Background: an optimization exercise with open tools, aiming at small area, a short achievable clock period and few clock cycles per item. Do not read the settings as production practice.
Only simulation tests tie the RTL to the original design; equivalence was not proved.
No activity file was given, so power comes from the tool's default toggle rates.

`run.sh`:
```
#!/bin/bash
# synth_recipe.tcl (not shown) runs the flow's synth.tcl, then flattens the netlist and writes it again
# the make line also repeats each setting of config.mk as NAME=value (left out here)
make -C /OpenROAD-flow-scripts/flow DESIGN_CONFIG=/design/flow/config.mk WORK_HOME=/design/flow/orfs CLKGATE_MAP_FILE= SYNTH_SCRIPT=/design/flow/synth_recipe.tcl finish
```
`design.v`:
```
package isuq_pkg;
  localparam int unsigned FIELD_W   = 20;
  localparam int unsigned INDEX_W   = 5;
  localparam int unsigned COUNT_W   = 6;
  localparam int unsigned CAPACITY  = 32;
  localparam int unsigned KEY_WIDTH = 20;
  localparam int unsigned PTR_W     = $clog2(CAPACITY);
  typedef enum logic [1:0] {
    OP_CLEAR  = 2'd0,
    OP_INSERT = 2'd1,
    OP_QUERY  = 2'd2,
    OP_READ   = 2'd3
  } op_t;
  typedef enum logic [1:0] {
    ST_OK       = 2'd0,
    ST_FULL     = 2'd1,
    ST_REVERSED = 2'd2
  } status_t;
endpackage
import isuq_pkg::*;
module isuq_cell #(
  parameter bit INV = 1'b0                        
) (
  input  logic                           clk,
  input  logic                           lo_load,   
  input  logic                           lo_left,   
  input  logic                           lo_right,  
  input  logic                           hi_load,
  input  logic                           hi_left,
  input  logic                           hi_right,
  input  logic [isuq_pkg::KEY_WIDTH-1:0] wr_low,    
  input  logic [isuq_pkg::KEY_WIDTH-1:0] wr_high,
  input  logic [isuq_pkg::KEY_WIDTH-1:0] wr_low_n,
  input  logic [isuq_pkg::KEY_WIDTH-1:0] wr_high_n,
  input  logic [isuq_pkg::KEY_WIDTH-1:0] probe_p,
  input  logic [isuq_pkg::KEY_WIDTH-1:0] probe_q,
  input  logic [isuq_pkg::KEY_WIDTH-1:0] probe_l,
  input  logic [isuq_pkg::KEY_WIDTH-1:0] probe_h,
  input  logic [isuq_pkg::KEY_WIDTH-1:0] left_low,    
  input  logic [isuq_pkg::KEY_WIDTH-1:0] left_high,   
  input  logic [isuq_pkg::KEY_WIDTH-1:0] right_low,
  input  logic [isuq_pkg::KEY_WIDTH-1:0] right_high,
  output logic [isuq_pkg::KEY_WIDTH-1:0] low,         
  output logic [isuq_pkg::KEY_WIDTH-1:0] high,
  output logic [isuq_pkg::KEY_WIDTH-1:0] low_st,      
  output logic [isuq_pkg::KEY_WIDTH-1:0] high_st,
  output logic                           hi_lt_q,
  output logic                           lo_gt_p,
  output logic                           lo_lt_l,
  output logic                           hi_gt_h
);
  logic [KEY_WIDTH-1:0] low_r, high_r, wl, wh;
  assign wl      = INV ? wr_low  : wr_low_n;
  assign wh      = INV ? wr_high : wr_high_n;
  assign low_st  = low_r;
  assign high_st = high_r;
  assign low     = INV ? ~low_r  : low_r;
  assign high    = INV ? ~high_r : high_r;
  isuq_lt u_hi_lt_q (.a(high),    .b(probe_q), .lt(hi_lt_q));
  isuq_lt u_lo_gt_p (.a(probe_p), .b(low),     .lt(lo_gt_p));
  isuq_lt u_lo_lt_l (.a(low),     .b(probe_l), .lt(lo_lt_l));
  isuq_lt u_hi_gt_h (.a(probe_h), .b(high),    .lt(hi_gt_h));
  always_ff @(posedge clk) begin
    if (lo_load || lo_left || lo_right)
      low_r <= ~(({KEY_WIDTH{lo_load}} & wl) | ({KEY_WIDTH{lo_left}} & left_low) |
                 ({KEY_WIDTH{lo_right}} & right_low));
    if (hi_load || hi_left || hi_right)
      high_r <= ~(({KEY_WIDTH{hi_load}} & wh) | ({KEY_WIDTH{hi_left}} & left_high) |
                  ({KEY_WIDTH{hi_right}} & right_high));
  end
endmodule
module isuq_lt (
  input  logic [isuq_pkg::KEY_WIDTH-1:0] a,
  input  logic [isuq_pkg::KEY_WIDTH-1:0] b,
  output logic                           lt
);
  logic [31:0] g [6];
  logic [31:0] p [6];
  always_comb begin
    g[0] = '0;
    p[0] = '1;
    g[0][isuq_pkg::KEY_WIDTH-1:0] = ~a & b;
    p[0][isuq_pkg::KEY_WIDTH-1:0] = ~a | b;
    for (int s = 0; s < 5; s++) begin
      g[s+1] = '0;
      p[s+1] = '1;
      for (int i = 0; i < (32 >> (s + 1)); i++) begin
        g[s+1][i] = g[s][2*i+1] | (p[s][2*i+1] & g[s][2*i]);
        p[s+1][i] = p[s][2*i+1] & p[s][2*i];
      end
    end
  end
  assign lt = g[5][0];
endmodule
import isuq_pkg::*;
module isuq_row (
  input  logic                           clk,
  input  logic [isuq_pkg::CAPACITY-1:0]  used,
  input  logic [isuq_pkg::KEY_WIDTH-1:0] probe_p,
  input  logic [isuq_pkg::KEY_WIDTH-1:0] probe_q,
  input  logic [isuq_pkg::KEY_WIDTH-1:0] probe_l,
  input  logic [isuq_pkg::KEY_WIDTH-1:0] probe_h,
  input  logic [isuq_pkg::KEY_WIDTH-1:0] wr_low,
  input  logic [isuq_pkg::KEY_WIDTH-1:0] wr_high,
  output logic [isuq_pkg::CAPACITY-1:0]  bef,
  output logic [isuq_pkg::CAPACITY-1:0]  aft,
  output logic [isuq_pkg::CAPACITY-1:0]  lo_lt,
  output logic [isuq_pkg::CAPACITY-1:0]  hi_gt,
  input  logic [isuq_pkg::CAPACITY-1:0]  lo_load,
  input  logic [isuq_pkg::CAPACITY-1:0]  lo_left,
  input  logic [isuq_pkg::CAPACITY-1:0]  lo_right,
  input  logic [isuq_pkg::CAPACITY-1:0]  hi_load,
  input  logic [isuq_pkg::CAPACITY-1:0]  hi_left,
  input  logic [isuq_pkg::CAPACITY-1:0]  hi_right,
  input  logic [isuq_pkg::CAPACITY-1:0]  sel,
  output logic [isuq_pkg::KEY_WIDTH-1:0] rd_low,
  output logic [isuq_pkg::KEY_WIDTH-1:0] rd_high
);
  logic [KEY_WIDTH-1:0] cell_low [CAPACITY];
  logic [KEY_WIDTH-1:0] cell_high [CAPACITY];
  logic [KEY_WIDTH-1:0] st_low [CAPACITY];     
  logic [KEY_WIDTH-1:0] st_high [CAPACITY];
  logic [CAPACITY-1:0]  hi_lt_q, lo_gt_p;
  for (genvar g = 0; g < CAPACITY; g++) begin : g_cell
    localparam int unsigned NB_L = (g > 0) ? g - 1 : 0;
    localparam int unsigned NB_R = (g < CAPACITY - 1) ? g + 1 : g;
    isuq_cell #(.INV(g % 2 == 1)) u_cell (
      .clk,
      .lo_load    (lo_load[g]),
      .lo_left    (lo_left[g]),
      .lo_right   (lo_right[g]),
      .hi_load    (hi_load[g]),
      .hi_left    (hi_left[g]),
      .hi_right   (hi_right[g]),
      .wr_low,
      .wr_high,
      .wr_low_n   (~wr_low),
      .wr_high_n  (~wr_high),
      .probe_p,
      .probe_q,
      .probe_l,
      .probe_h,
      .left_low   (st_low[NB_L]),
      .left_high  (st_high[NB_L]),
      .right_low  (st_low[NB_R]),
      .right_high (st_high[NB_R]),
      .low        (cell_low[g]),
      .high       (cell_high[g]),
      .low_st     (st_low[g]),
      .high_st    (st_high[g]),
      .hi_lt_q    (hi_lt_q[g]),
      .lo_gt_p    (lo_gt_p[g]),
      .lo_lt_l    (lo_lt[g]),
      .hi_gt_h    (hi_gt[g])
    );
  end
  assign bef = used & hi_lt_q;
  assign aft = ~used | lo_gt_p;
  always_comb begin
    rd_low  = '0;
    rd_high = '0;
    for (int i = 0; i < CAPACITY; i++) begin
      rd_low  = rd_low  | (cell_low[i]  & {KEY_WIDTH{sel[i]}});
      rd_high = rd_high | (cell_high[i] & {KEY_WIDTH{sel[i]}});
    end
  end
endmodule
import isuq_pkg::*;
module interval_set_union_query_top (
  input  logic                    clk,
  input  logic                    rst_n,
  input  logic                    in_valid,
  output logic                    in_ready,
  input  logic [1:0]              in_operation,
  input  logic [19:0]             in_range_low,
  input  logic [19:0]             in_range_high,
  input  logic [19:0]             in_probe_key,
  input  logic [4:0]              in_entry_index,
  output logic                    out_valid,
  input  logic                    out_ready,
  output logic                    out_hit,
  output logic [19:0]             out_entry_low,
  output logic [19:0]             out_entry_high,
  output logic                    out_entry_valid,
  output logic [5:0]              out_interval_count,
  output logic [1:0]              out_status
);
  localparam int unsigned KW = KEY_WIDTH;
  localparam int unsigned N  = CAPACITY;
  localparam int unsigned CW = $clog2(CAPACITY + 1);
  logic          s_v;                  
  logic [1:0]    s_op;
  logic [KW-1:0] s_lo, s_hi, s_key;
  logic [4:0]    s_idx;
  logic          h_v;                  
  logic [1:0]    h_op;
  logic [KW-1:0] h_lo, h_hi, h_p, h_q;
  logic [4:0]    h_idx;
  logic          in_acc, h_take, b_take;
  logic          rdy_r;                 
  assign in_ready = rdy_r;
  assign in_acc   = in_valid && !s_v;
  assign h_take   = !h_v || b_take;
  logic [1:0]    e_op;
  logic [KW-1:0] e_lo, e_hi, e_key;
  logic [4:0]    e_idx;
  assign e_op  = s_v ? s_op  : in_operation;
  assign e_lo  = s_v ? s_lo  : in_range_low;
  assign e_hi  = s_v ? s_hi  : in_range_high;
  assign e_key = s_v ? s_key : in_probe_key;
  assign e_idx = s_v ? s_idx : in_entry_index;
  logic [KW-1:0] e_p, e_q, i_p, i_q, k_p, k_q;
  always_comb begin
    i_p = (in_operation == OP_QUERY) ? in_probe_key :
          (&in_range_high) ? in_range_high : in_range_high + 1'b1;
    i_q = (in_operation == OP_QUERY) ? in_probe_key :
          (in_range_low == '0) ? in_range_low : in_range_low - 1'b1;
    k_p = (s_op == OP_QUERY) ? s_key : (&s_hi) ? s_hi : s_hi + 1'b1;
    k_q = (s_op == OP_QUERY) ? s_key : (s_lo == '0) ? s_lo : s_lo - 1'b1;
  end
  assign e_p = s_v ? k_p : i_p;
  assign e_q = s_v ? k_q : i_q;
  always_ff @(posedge clk) begin
    if (!rst_n) begin
      s_v   <= 1'b0;
      rdy_r <= 1'b1;
      h_v   <= 1'b0;
    end else begin
      if (h_take) begin
        h_v   <= s_v || in_acc;
        s_v   <= 1'b0;
        rdy_r <= 1'b1;
      end else if (in_acc) begin
        s_v   <= 1'b1;
        rdy_r <= 1'b0;
      end
    end
    if (!h_take && in_acc) begin
      s_op <= in_operation; s_lo <= in_range_low; s_hi <= in_range_high;
      s_key <= in_probe_key; s_idx <= in_entry_index;
    end
    if (h_take) begin
      h_op <= e_op;
      h_lo <= e_lo; h_hi <= e_hi; h_p <= e_p; h_q <= e_q; h_idx <= e_idx;
    end
  end
  logic [CW-1:0] count_r, count_nxt;
  logic [N-1:0]  used, c_bef, c_aft, c_lo, c_hi;
  logic [N-1:0]  lo_load, lo_left, lo_right, hi_load, hi_left, hi_right, sel_idx;
  logic [KW-1:0] rd_low, rd_high;
  logic          b_v;
  logic [1:0]    b_op;
  logic          b_rev;
  logic [KW-1:0] b_lo, b_hi;
  logic [4:0]    b_idx;
  logic [N-1:0]  v_bef, v_aft, v_lo, v_hi;    
  logic          p_bef, p_aft, p_lo, p_hi;    
  always_comb
    for (int i = 0; i < N; i++) used[i] = (CW'(i) < count_r);
  isuq_row u_row (
    .clk, .used, .probe_p(h_p), .probe_q(h_q), .probe_l(h_lo), .probe_h(h_hi),
    .wr_low(b_lo), .wr_high(b_hi),
    .bef(c_bef), .aft(c_aft), .lo_lt(c_lo), .hi_gt(c_hi),
    .lo_load, .lo_left, .lo_right, .hi_load, .hi_left, .hi_right,
    .sel(sel_idx), .rd_low, .rd_high
  );
  logic n_bef, n_aft, n_lo, n_hi, n_rev;
  isuq_lt u_rev   (.a(h_hi), .b(h_lo), .lt(n_rev));
  isuq_lt u_p_bef (.a(b_hi), .b(h_q),  .lt(n_bef));
  isuq_lt u_p_aft (.a(h_p),  .b(b_lo), .lt(n_aft));
  isuq_lt u_p_lo  (.a(b_lo), .b(h_lo), .lt(n_lo));
  isuq_lt u_p_hi  (.a(h_hi), .b(b_hi), .lt(n_hi));
  function automatic logic [5:1] run_of(input logic [N-1:0] vb, input logic [N-1:0] va);
    logic [N-1:0] ab;
    logic [5:1]   rr;
    ab = ~vb & ~va;
    rr = '0;
    for (int i = 0; i < N; i++) begin
      logic r;
      r = 1'b1;
      for (int j = 1; j <= 5; j++) begin
        if (i + j - 1 < N) r = r && ab[(i + j - 1 < N) ? i + j - 1 : 0];
        else r = 1'b0;
        rr[j] = rr[j] || r;
      end
    end
    run_of = rr;
  endfunction
  logic          u_grow, u_one, u_shrink, u_part, u_clear;
  logic [N-1:0]  u_fst, u_past;              
  logic [N-1:0]  bef, aft, lo_lt, hi_gt;
  always_comb begin
    for (int i = 0; i < N; i++) begin
      logic ufst, upast;
      logic [3:0] prv, cur, nxt;
      ufst  = u_fst[i];
      upast = u_past[i];
      cur = {v_bef[i], v_aft[i], v_lo[i], v_hi[i]};
      prv = (i > 0) ? {v_bef[(i > 0) ? i - 1 : 0], v_aft[(i > 0) ? i - 1 : 0],
                       v_lo[(i > 0) ? i - 1 : 0], v_hi[(i > 0) ? i - 1 : 0]} : 4'b0100;
      nxt = (i < N - 1) ? {v_bef[(i < N - 1) ? i + 1 : i], v_aft[(i < N - 1) ? i + 1 : i],
                           v_lo[(i < N - 1) ? i + 1 : i], v_hi[(i < N - 1) ? i + 1 : i]}
                        : 4'b0100;
      if (u_clear)
        {bef[i], aft[i], lo_lt[i], hi_gt[i]} = 4'b0100;
      else if (ufst && u_grow)
        {bef[i], aft[i], lo_lt[i], hi_gt[i]} = {p_bef, p_aft, p_lo, p_hi};
      else if (ufst && u_one)
        {bef[i], aft[i], lo_lt[i], hi_gt[i]} =
          {p_bef && cur[3], p_aft && cur[2], p_lo || cur[1], p_hi || cur[0]};
      else if (ufst && u_shrink)
        {bef[i], aft[i], lo_lt[i], hi_gt[i]} =
          {p_bef && nxt[3], p_aft && cur[2], p_lo || cur[1], p_hi || nxt[0]};
      else if (upast && u_grow)
        {bef[i], aft[i], lo_lt[i], hi_gt[i]} = prv;
      else if (upast && (u_shrink || u_part))
        {bef[i], aft[i], lo_lt[i], hi_gt[i]} = nxt;
      else
        {bef[i], aft[i], lo_lt[i], hi_gt[i]} = cur;
    end
  end
  logic          ov_r, o_v_r;            
  logic [CW-1:0] o_cnt_r;                
  logic          o_hit_r, o_ev_r;
  logic [KW-1:0] o_lo_r, o_hi_r;
  logic [1:0]    o_st_r;
  logic [N-1:0]  fst, past;
  logic          any, two, three, full, is_ins, ins_ok, exec, consume, ev;
  logic          grow, one, shrink, part;
  assign fst  = ~bef & {bef[N-2:0], 1'b1};    
  assign past = ~{bef[N-2:0], 1'b1};           
  logic [5:1]    run;                           
  logic          vb_f, va_f, vb_f1, va_f1, ab_f, ab_f1, bef_m, aft_m, m_abs;
  logic          gone_f, gone_f1;
  assign vb_f  = |(u_fst & v_bef);
  assign va_f  = |(u_fst & v_aft);
  assign vb_f1 = |(u_fst & (v_bef >> 1));
  assign va_f1 = |(u_fst & ({1'b1, v_aft[N-1:1]}));
  assign ab_f  = !vb_f && !va_f;
  assign ab_f1 = !vb_f1 && !va_f1;
  assign bef_m = p_bef && (u_grow || (u_one && vb_f) || (u_shrink && vb_f1));
  assign aft_m = p_aft && (u_grow || va_f);
  assign m_abs = (u_grow || u_one || u_shrink) && !bef_m && !aft_m;
  assign gone_f  = (u_one || u_shrink) && ab_f;      
  assign gone_f1 = (u_shrink || u_part) && ab_f1;
  always_comb begin
    logic up, same, dn1, dn2;
    up   = m_abs && !gone_f && !gone_f1;
    same = (m_abs && (gone_f ^ gone_f1)) || (!m_abs && !gone_f && !gone_f1);
    dn1  = (m_abs && gone_f && gone_f1) || (!m_abs && (gone_f ^ gone_f1));
    dn2  = !m_abs && gone_f && gone_f1;
    any   = !u_clear && (up || (same && run[1]) || (dn1 && run[2]) || (dn2 && run[3]));
    two   = !u_clear && ((up && run[1]) || (same && run[2]) || (dn1 && run[3]) || (dn2 && run[4]));
    three = !u_clear && ((up && run[2]) || (same && run[3]) || (dn1 && run[4]) || (dn2 && run[5]));
  end
  always_comb
    for (int i = 0; i < N; i++) sel_idx[i] = (b_idx == 5'(i));
  assign is_ins  = (b_op == OP_INSERT) && !b_rev;
  assign full    = !any && count_r == CW'(N);
  assign ins_ok  = is_ins && !full;
  assign exec    = b_v && (!ov_r || out_ready);
  assign consume = exec && !(ins_ok && three);
  assign b_take  = !b_v || consume;
  assign grow   = exec && ins_ok && !any;
  assign one    = exec && ins_ok && any && !two;
  assign shrink = exec && ins_ok && two && !three;
  assign part   = exec && ins_ok && three;
  always_comb begin
    for (int i = 0; i < N; i++) begin
      logic hg_next;
      hg_next = (i < N - 1) ? hi_gt[(i < N - 1) ? i + 1 : i] : 1'b0;
      lo_load[i]  = fst[i] && (grow || ((one || shrink) && !lo_lt[i]));
      hi_load[i]  = fst[i] && (grow || (one && !hi_gt[i]) || (shrink && !hg_next));
      lo_left[i]  = (i > 0) && past[i] && grow;
      hi_left[i]  = (i > 0) && past[i] && grow;
      lo_right[i] = (i < N - 1) && past[i] && (shrink || part);
      hi_right[i] = (i < N - 1) && ((past[i] && (shrink || part)) ||
                                    (fst[i] && shrink && hg_next));
    end
  end
  always_comb begin
    count_nxt = count_r;
    if (exec) begin
      if (b_op == OP_CLEAR) count_nxt = '0;
      else if (ins_ok && !any) count_nxt = count_r + 1'b1;
      else if (ins_ok && two) count_nxt = count_r - 1'b1;
    end
  end
  assign ev = (b_op == OP_READ) && used[b_idx];
  always_ff @(posedge clk) begin
    if (!rst_n) begin
      b_v     <= 1'b0;
      count_r <= '0;
      ov_r    <= 1'b0;
      o_v_r   <= 1'b0;
      u_grow <= 1'b0; u_one <= 1'b0; u_shrink <= 1'b0; u_part <= 1'b0; u_clear <= 1'b0;
    end else begin
      if (b_take) b_v <= h_v;
      count_r <= count_nxt;
      if (consume) begin
        ov_r <= 1'b1; o_v_r <= 1'b1;
      end else if (out_ready) begin
        ov_r <= 1'b0; o_v_r <= 1'b0;
      end
      u_grow <= grow; u_one <= one; u_shrink <= shrink; u_part <= part;
      u_clear <= exec && (b_op == OP_CLEAR);
    end
    u_fst  <= fst;
    u_past <= past;
    if (b_take) begin
      b_op <= h_op; b_rev <= n_rev; b_lo <= h_lo; b_hi <= h_hi; b_idx <= h_idx;
      v_bef <= c_bef; v_aft <= c_aft; v_lo <= c_lo; v_hi <= c_hi;
      run   <= run_of(c_bef, c_aft);
      p_bef <= n_bef; p_aft <= n_aft; p_lo <= n_lo; p_hi <= n_hi;
    end else begin
      v_bef <= bef; v_aft <= aft; v_lo <= lo_lt; v_hi <= hi_gt;
      run   <= run_of(bef, aft);
    end
    if (consume) begin
      o_cnt_r <= count_nxt;
      o_hit_r <= (b_op == OP_QUERY) && any;
      o_ev_r  <= ev;
      o_lo_r  <= ev ? rd_low  : '0;
      o_hi_r  <= ev ? rd_high : '0;
      o_st_r  <= (b_op == OP_INSERT && b_rev) ? ST_REVERSED :
                 (is_ins && full) ? ST_FULL : ST_OK;
    end
  end
  assign out_valid          = o_v_r;
  assign out_hit            = o_hit_r;
  assign out_entry_low      = o_lo_r;
  assign out_entry_high     = o_hi_r;
  assign out_entry_valid    = o_ev_r;
  assign out_interval_count = 6'(o_cnt_r);
  assign out_status         = o_st_r;
endmodule
```
`constraint.sdc`:
```
create_clock -name core_clock -period 8.0 [get_ports {clk}]
set_input_delay 1.6000 -clock core_clock [delete_from_list [all_inputs] [get_ports {clk}]]
set_output_delay 1.6000 -clock core_clock [all_outputs]
set_load 0.01 [all_outputs]
```
`config.mk`:
```
export PLATFORM = sky130hd
export DESIGN_NAME = interval_set_union_query_top
export DESIGN_NICKNAME = interval_set_union_query_top
export VERILOG_FILES = /design/flow/design.v
export SDC_FILE = /design/flow/constraint.sdc
export NUM_CORES = 4
export LEC_CHECK = 0
export CAP_MARGIN = 20
export CELL_PAD_IN_SITES_DETAIL_PLACEMENT = 1
export CELL_PAD_IN_SITES_GLOBAL_PLACEMENT = 1
export CORE_MARGIN = 2
export CORE_UTILIZATION = 25
export GPL_ROUTABILITY_DRIVEN = 1
export GPL_TIMING_DRIVEN = 1
export PLACE_DENSITY = 0.42
export SETUP_SLACK_MARGIN = 4
export SLEW_MARGIN = 20
export TNS_END_PERCENT = 5
```
==> run summary <==
==> power by group through the flow <==
| stage | Clock (mW) | Sequential, mW | Combinational, mW |
|---|---|---|---|
| global route | 12.5 | 10.4 | 5.14 |
| CTS | 12.2 | 10.4 | 4.42 |
| finish | 12.2 | 10.4 | 5.19 |
| floorplan | 0 | 10.3 | 2.01 |
| detailed placement | 0 | 10.6 | 4.27 |
| global placement | 0 | 10.6 | 4.27 |
==> flip-flops by register name, indices dropped and copies added (netlist names), 20 cells and up <==
signal                      cells
u_row.g_cell.u_cell.low_r     640
b_hi                           20
v_lo                           32
o_hi_r                         20
v_hi                           32
b_lo                           20
u_fst                          32
v_aft                          32
h_p                            20
o_lo_r                         20
h_hi                           20
u_row.g_cell.u_cell.high_r    640
s_lo                           20
u_past                         30
h_lo                           20
h_q                            20
v_bef                          32
s_key                          20
s_hi                           20
==> cell type report <==
cell class                      instances  area, um2  share of cell area [%]
Antenna cell                           71        178                   0.104
Clock buffer                          348       7300                    4.28
Clock inverter                        121        981                   0.575
Inverter                              770       3010                    1.77
Multi-Input combinational cell      12000      81500                    47.8
Sequential cell                      1747      50500                    29.6
Tap cell                             7234       9050                    5.31
Timing Repair Buffer                 1573      18000                    10.5
Timing Repair inverter                  2       41.3                  0.0242
==> cells by family after synthesis <==
logic type / count (synthesis) / share of synthesized area [%]
adder cells (fa/ha/maj): 353 / 2.63
multiplexers: 75 / 0.612
buffers and inverters: 2654 / 7.43
flip-flops: 1747 / 36.9
AO/OA/AOI/OAI: 7462 / 38.7
AND/OR/NAND/NOR: 4040 / 13.4
XOR/XNOR: 64 / 0.411
==> cell usage after synthesis (245+ instances only) <==
| cell type | number | area share, % |
|---|---|---|
| a22oi_1 | 906 | 5.0 |
| maj3_1 | 322 | 2.4 |
| o22ai_1 | 715 | 3.3 |
| a21oi_1 | 1139 | 4.2 |
| clkbuf_1 | 1515 | 4.2 |
| inv_1 | 733 | 2.0 |
| nor3_1 | 245 | 0.90 |
| buf_1 | 249 | 0.68 |
| edfxtp_1 | 1536 | 34 |
| o22a_1 | 268 | 1.7 |
| a222oi_1 | 514 | 3.8 |
| o21ai_0 | 1341 | 4.9 |
| nor2_1 | 1095 | 3.0 |
| a31oi_1 | 316 | 1.4 |
| nand2_1 | 1558 | 4.3 |
| a221oi_1 | 280 | 1.8 |
| nand3_1 | 249 | 0.91 |
==> timing repair <==
action / in CTS / in global routing
endpoints found under the setup margin: 3045 / 3047
resized for setup: 442 / 1022
cloned: 51 / 89
pin swaps: 43 / 207
setup buffers: 126 / 319
==> routing by layer <==
| layer | vias to the layer above | wire length, um | GRT usage, % |
|---|---|---|---|
| li1 | 65000 | - | - |
| met1 | 90500 | 510000 | 57.0 |
| met2 | 15300 | 505000 | 60.0 |
| met3 | 3432 | 189000 | 16.6 |
| met4 | 63 | 109000 | 28.1 |
| met5 | - | 1730 | 0.288 |
==> worst paths after layout <==
kind                 startpoint                        to  slack [ns]  cells past startpoint
min reg2reg   h_op[1]$_DFFE_PP_         b_op[1]$_DFFE_PN_        0.43                      0
min           h_op[1]$_DFFE_PP_         b_op[1]$_DFFE_PN_        0.43                      0
max          b_idx[0]$_DFFE_PN_  o_hi_r[18]$_SDFFCE_PN0P_        3.03                     11
max reg2reg  b_idx[0]$_DFFE_PN_  o_hi_r[18]$_SDFFCE_PN0P_        3.03                     11
==> metrics.md <==
| Metric | Value |
|---|---|
| Combinational Power Share | approximately a fifth |
| Critical path's slowest cell | a2111oi_1 |
| P&R area growth vs syn | 24.9% |
| # fillers | just over 60000 |
| Power Total | 27.8 mW |
| EDFF count, synth | between 1500 and 2000 |
| Relative max-transition margin | 4.46% |
| Initial antenna violation count | 146 |
| Starting Density | between 20% and 30% |
| CP startpoint kind | flop |
| Clock power frac | a little over two fifths |
| Via/cell ratio | between 7 and 8 |
| Ys async rst share | 0% |
| Critical path type | reg2reg |
| HPWL Detailed | about 900 mm |
| Max VDD drop | approximately 0.00016 V |
| WHS | between 0.4 and 0.5 ns |
| Seq pwr share | a little under two fifths |
| Routed wire length | around 1300 mm |
| Mapped Area | 137000 um2 |
| Critical path buffer and inverter count | 4 |
| Netlist cell types | 97 |
| Final Instance Area | approximately 170000 um2 |
| Clock Latency Late Sink | 1.04 ns |
| Clk root buf | clkbuf_16 |
| CORE AREA | between 500000 and 600000 um2 |
| Deepest clock path buffer count | 4 |
| Top Family by Delay on Critical Path | compound AO/OA/AOI/OAI gates |
| Die area | approximately 550000 um2 |
| # clock sinks | 1747 |
| Crit path cell chain | buf_4 -> inv_1 -> nor3_1 -> buf_4 -> nand2_4 -> buf_4 -> nor2_1 -> a21oi_1 -> o221ai_1 -> a2111oi_1 -> a31oi_1 |
| Post-synthesis sequential area ratio | between 30% and 40% |
| Outcome | timing/DRC/antenna clean |
| Crit path time final | between 4 and 5 ns |
| Worst Skew | 0.0816 ns |
| Critical path required time | 8.62 ns |
| Final nets | ~16000 |
| Inst Count DP | 22800 |
| Power per Cell Area | 163 nW/um2 |
| Arrival time at the worst endpoint | roughly 5.6 ns |
| Max Cap Viol | 0 |
| Die Y | 743 um |
| I/O Pins | around 120 |
| Hold Path Class | reg2reg |
| P_sw | 9.67 mW |
| Register bit total from synthesis | roughly 1700 |
| Fin util | between 30% and 40% |
| Vias in the first global route | between 150k and 200k |
| FMAX | approximately 200 MHz |
| CTS Buf Count | approximately 270 |
| First-pass DRT Iterations | 14 |
| Final antenna-violating net count | 0 |
| Share of layout cells above drive strength 1 | between 10% and 20% |
| DP Area | around 150000 um2 |
| Total track usage | 43.8% |
| Final Non-Filler Cells | between 20000 and 25000 |
| Final setup viols | 0 |
| Row count | between 200 and 300 |
| H-tree levels | 5 |
| Post-Place Worst Slack | 1.54 ns |
| Wirelength per Cell | approximately 55 um |
| Initial DRC Count | 35000 |
| RSZ-0062 raised after global routing | yes |
| Crit-path max FO | 24 |
| Worst Setup End Kind | flop |
| Synth Flop Type | edfxtp_1 |
| Total gr overflow | 0 |
| Most frequent cells in the layout | edfxtp_1, nand2_1, o21ai_0 |
| Final Max Slew Viols | 0 |
| IO buf count | roughly 120 |
| Pint | between 15 and 20 mW |
| Crit path top cell by count | buf_4 |
| Worst-path clk slew | roughly 0.060 ns |
| Switching Share | approximately a third |
| Hold Fails Final Rpt | 0 |
| Cts hold-fix bufs | 0 |
| Cells after Synth | between 15000 and 20000 |
| DIE WIDTH | about 740 um |
| Vias | around 170k |
| Setup TNS | 0 ns |
| Setup slack after layout | a little over 3 ns |
| Placer congestion estimate | approximately 1.0 |
| Post-route DRC | 0 |
| Maximum number of pins on one net before global-route repair | ~140 |
| Most common cell after layout, fill and taps aside | edfxtp_1 |
| Max incr delay on CP | approximately 0.78 ns |
| First-pass GRT wire length | about 1600 mm |
| Yosys warns | 11 |
| Period utilization | 62.2% |
| Slew @ Worst Pin | 1.43 ns |
| Mean post-synth cell area | 8.33 um2 |
| Syn_nets | ~16000 |
| CTS tree | yes |
| Leak | approximately 55 nW |
Testbench counts, summed over its fixed seeds: cycles 12,495, items 12,000.

## static timing again, ports no longer ideal
The results above use ideal ports. As a check the final layout listed here was re-extracted and re-timed, cells and wires unchanged. Step 1 (the two cells are an assumption about what drives the block):
set clk [get_ports {clk}]
set_driving_cell -lib_cell sky130_fd_sc_hd__clkbuf_16 $clk
set_driving_cell -lib_cell sky130_fd_sc_hd__buf_2 [delete_from_list [all_inputs] $clk]
Step 2 times the ports against the registers' clock, not the clock port: input delays grow and output delays shrink by t, the midpoint of the rising clock arrivals with the driver on. Three values: ideal ports, drivers, drivers and shift; two values: the first two.
t (ns): 1.138
setup slack, ns: 3.026 / 3.026 / 2.388
worst setup path at the end: input to register
After both steps this run still meets setup and hold. For this run, drivers alone change the setup slack by 0.000 ns; drivers and shift together by -0.638 ns.
